Context: an optimization exercise on an open-source flow, tuned for small area, a short achievable clock period and few clock cycles. The choices shown serve that exercise and are no tape-out recipe.
Function was checked by simulation only, so behaviour that the tests miss may differ from the original.
Power and IR drop assume default switching activity.

== lane 5 ==
==> flow/design.v (excerpt) <==
module mem_subsys #(
  parameter int ICACHE_INDEX_BITS = 6
) (
  input  logic                                clk_in,
  input  logic                                reset,
  input  logic                                rdy_in,
  input  logic                                flush,
  input  logic                                fetch,
  input  logic [mem_subsys_pkg::ADDR_W-1:0]   fetch_pc,
  output logic                                instr_valid,
  output logic [mem_subsys_pkg::DATA_W-1:0]   instr,
  input  logic                                ls_read,
  input  logic                                ls_write,
  input  logic [mem_subsys_pkg::ADDR_W-1:0]   ls_addr,
  input  logic [1:0]                          ls_len,
  input  logic [mem_subsys_pkg::DATA_W-1:0]   ls_wdata,
  output logic                                ls_done,
  output logic [mem_subsys_pkg::DATA_W-1:0]   ls_rdata,
  input  logic [mem_subsys_pkg::BYTE_W-1:0]   mem_din,
  output logic [mem_subsys_pkg::BYTE_W-1:0]   mem_dout,
  output logic [mem_subsys_pkg::ADDR_W-1:0]   mem_a,
  output logic                                mem_wr,
  input  logic                                io_buffer_full
);
  logic [17:2]  a_q;
  logic [1:0]   lo_q;
  logic         wr_q;
  logic [16:2]  pc_q;
  logic [31:0]  sh_q;
  logic         f_pend_q;
  ...
Size in the first run: ~420 cells after synthesis, ~220 I/O pins.
export LEC_CHECK = 0
export CAP_MARGIN = 20
export CORE_MARGIN = 2
export CORE_UTILIZATION = 40
export PLACE_DENSITY = 0.42
export SETUP_SLACK_MARGIN = 3.85
export SLEW_MARGIN = 20
create_clock -name core_clock -period 7.0 [get_ports {clk_in}]
standard.sh (not shown) runs the stock make flow with config.mk's settings and CLKGATE_MAP_FILE= SYNTH_SCRIPT=/design/flow/synth_recipe.tcl, a recipe that flattens the netlist after the stock synthesis.
==> flow/flow/run.sh <==
#!/bin/bash
# Standard ORFS layout with: plain buf_1 cells as the port buffers,
# resizing free to change cell footprints, a clock tree of clkbuf_8 without
# dummy loads, and after placement the rdy_in input buffer split so that
# the gates of instr_valid and ls_done have it to themselves (fix_rdy.tcl).
# Each tool's output goes to a log of its own here; ORFS keeps each step's
# log under orfs/logs/.
set -euo pipefail
ARGS=('BUFFER_PORTS_ARGS=-buffer_cell sky130_fd_sc_hd__buf_1' MATCH_CELL_FOOTPRINT=0
      'CTS_ARGS=-sink_clustering_enable -repair_clock_nets -dont_use_dummy_load -buf_list sky130_fd_sc_hd__clkbuf_8')
bash standard.sh "${ARGS[@]}" place > standard_place.log 2>&1
RES=$PWD/orfs/results/$FLOW_PLATFORM/mem_subsys/base openroad -no_init -exit flow/fix_rdy.tcl > fix_rdy.log 2>&1
bash standard.sh "${ARGS[@]}" finish > standard.log 2>&1
==> flow/flow/fix_rdy.tcl <==
# Post-placement touch-up of the rdy_in input: rdy_in gates instr_valid and
# ls_done directly (input to output), and also fans out to every register's
# enable. Give the AND gates of those two outputs the port's input buffer to
# themselves, sized up, and put every other load behind one more buffer.
# Also let one tie cell drive all the constant outputs.
set res $::env(RES)
read_liberty $::env(FLOW_HOME)/platforms/sky130hd/lib/sky130_fd_sc_hd__tt_025C_1v80.lib
read_db $res/3_place.odb
read_sdc $res/3_place.sdc
source $::env(FLOW_HOME)/platforms/sky130hd/setRC.tcl
set block [ord::get_db_block]

proc driver_of {net} {
  foreach it [$net getITerms] { if {[$it isOutputSignal]} { return $it } }
  return ""
}
proc is_buf {inst} { return [string match "sky130_fd_sc_hd__*buf_*" [[$inst getMaster] getName]] }

# the port's input buffer
set ibuf ""
foreach it [[$block findNet rdy_in] getITerms] { set ibuf [$it getInst] }
if {$ibuf eq "" || ![is_buf $ibuf]} { puts "fix_rdy: no input buffer on rdy_in"; exit 0 }
set root [[$ibuf findITerm X] getNet]

# nets of the buffer tree below the input buffer, and the buffers in it
set tree [list $root]
set bufs {}
set i 0
while {$i < [llength $tree]} {
  set n [lindex $tree $i]
  incr i
  foreach it [$n getITerms] {
    if {[$it isInputSignal] && [is_buf [$it getInst]]} {
      lappend bufs [$it getInst]
      lappend tree [[[$it getInst] findITerm X] getNet]
    }
  }
}
puts "fix_rdy: [llength $bufs] buffers below [$ibuf getName]"

# the gates that drive the output buffers of instr_valid and ls_done
set crit {}
foreach port {instr_valid ls_done} {
  set obuf [[driver_of [$block findNet $port]] getInst]
  set g [[driver_of [[$obuf findITerm A] getNet]] getInst]
  foreach it [$g getITerms] {
    if {[$it isInputSignal] && [lsearch -exact $tree [$it getNet]] >= 0} { lappend crit $it }
  }
}
if {[llength $crit] != 2} { puts "fix_rdy: found [llength $crit] gate pins, leaving it"; exit 0 }

# flatten the tree onto the input buffer, then split the non-critical loads off
if {[llength $bufs]} { remove_buffers [lmap b $bufs {$b getName}] }
set root [[$ibuf findITerm X] getNet]
replace_cell [$ibuf getName] sky130_fd_sc_hd__buf_4
set others {}
foreach it [$root getITerms] {
  if {[$it isInputSignal] && [lsearch -exact $crit $it] < 0} {
    lappend others "[[$it getInst] getName]/[[$it getMTerm] getName]"
  }
}
puts "fix_rdy: [llength $crit] critical loads, [llength $others] others"
set loc [[$ibuf getBBox] xMin]
insert_buffer -buffer_cell sky130_fd_sc_hd__buf_4 -net [$root getName] -load_pins [get_pins $others] -buffer_name rdy_tree

# Constant outputs: the floorplan gave each of them a tie cell of its own;
# one tie cell drives them all (far below its maximum load).
set keep ""
set merged 0
foreach inst [$block getInsts] {
  if {[[$inst getMaster] getName] ne "sky130_fd_sc_hd__conb_1"} { continue }
  set lo [$inst findITerm LO]
  set hi [$inst findITerm HI]
  if {[$hi getNet] ne "NULL" || [$lo getNet] eq "NULL"} { continue }
  set n [$lo getNet]
  # only nets that feed output ports and nothing else
  if {[llength [$n getITerms]] != 1 || [llength [$n getBTerms]] == 0} { continue }
  if {$keep eq ""} { set keep $n; continue }
  foreach bt [$n getBTerms] { $bt disconnect; $bt connect $keep }
  odb::dbInst_destroy $inst
  odb::dbNet_destroy $n
  incr merged
}
puts "fix_rdy: merged $merged tie cells"

detailed_placement
check_placement
write_db $res/3_place.odb
The flow did not stop early for lane 5: all stages ran, and the layout cleared the timing, DRC and antenna checks.
Testbench counts of lane 5, summed over its fixed seeds: cycles 127,406.
For lane 3, these inputs were changed with respect to lane 5:
diff --git a/flow/flow/fix_rdy.tcl b/flow/flow/fix_rdy.tcl
--- a/flow/flow/fix_rdy.tcl
+++ b/flow/flow/fix_rdy.tcl
@@ -3,5 +3,4 @@
 # enable. Give the AND gates of those two outputs the port's input buffer to
 # themselves, sized up, and put every other load behind one more buffer.
-# Also let one tie cell drive all the constant outputs.
 set res $::env(RES)
 read_liberty $::env(FLOW_HOME)/platforms/sky130hd/lib/sky130_fd_sc_hd__tt_025C_1v80.lib
@@ -63,25 +62,4 @@
 set loc [[$ibuf getBBox] xMin]
 insert_buffer -buffer_cell sky130_fd_sc_hd__buf_4 -net [$root getName] -load_pins [get_pins $others] -buffer_name rdy_tree
-
-# Constant outputs: the floorplan gave each of them a tie cell of its own;
-# one tie cell drives them all (far below its maximum load).
-set keep ""
-set merged 0
-foreach inst [$block getInsts] {
-  if {[[$inst getMaster] getName] ne "sky130_fd_sc_hd__conb_1"} { continue }
-  set lo [$inst findITerm LO]
-  set hi [$inst findITerm HI]
-  if {[$hi getNet] ne "NULL" || [$lo getNet] eq "NULL"} { continue }
-  set n [$lo getNet]
-  # only nets that feed output ports and nothing else
-  if {[llength [$n getITerms]] != 1 || [llength [$n getBTerms]] == 0} { continue }
-  if {$keep eq ""} { set keep $n; continue }
-  foreach bt [$n getBTerms] { $bt disconnect; $bt connect $keep }
-  odb::dbInst_destroy $inst
-  odb::dbNet_destroy $n
-  incr merged
-}
-puts "fix_rdy: merged $merged tie cells"
-
 detailed_placement
 check_placement
Results
Lane 3 against lane 5: proportion of cell area occupied by registers went down, total power did not really move. ~same timing-limited maximum frequency in lane 3 and lane 5. Core utilization: lane 3 higher than lane 5. Looking at lane 3 and lane 5, the final-layout fill cell count is a wash. Going from lane 5 to lane 3, post-layout instance area grows by about 1%.

static timing again, ports no longer ideal:
Ports are ideal in the flow. The routed layouts listed here were re-timed in OpenROAD. Step 1 (the two cells are an assumption about what drives the block):
set clk [get_ports {clk_in}]
set_driving_cell -lib_cell sky130_fd_sc_hd__clkbuf_16 $clk
set_driving_cell -lib_cell sky130_fd_sc_hd__buf_2 [delete_from_list [all_inputs] $clk]
Step 2 also shifts input and output timing later by t, the mid clock arrival at the registers, as if the neighbouring blocks saw the same clock. Slacks: no drivers / after step 1 / after step 2; pairs: no drivers / after step 1.
| run | t (ns) | setup WS [ns] | worst setup path at the end | worst register clock-pin slew, ns |
|---|---|---|---|---|
| lane 5 | 0.370 | 3.866 / 3.826 / 3.660 | input to register | 0.08 / 0.08 |
| lane 3 | 0.371 | 3.866 / 3.826 / 3.673 | input to register | 0.08 / 0.08 |
After both steps every run listed still meets setup and hold. For lane 5, which loses most, drivers alone change the setup slack by -0.040 ns; drivers and shift together by -0.206 ns.
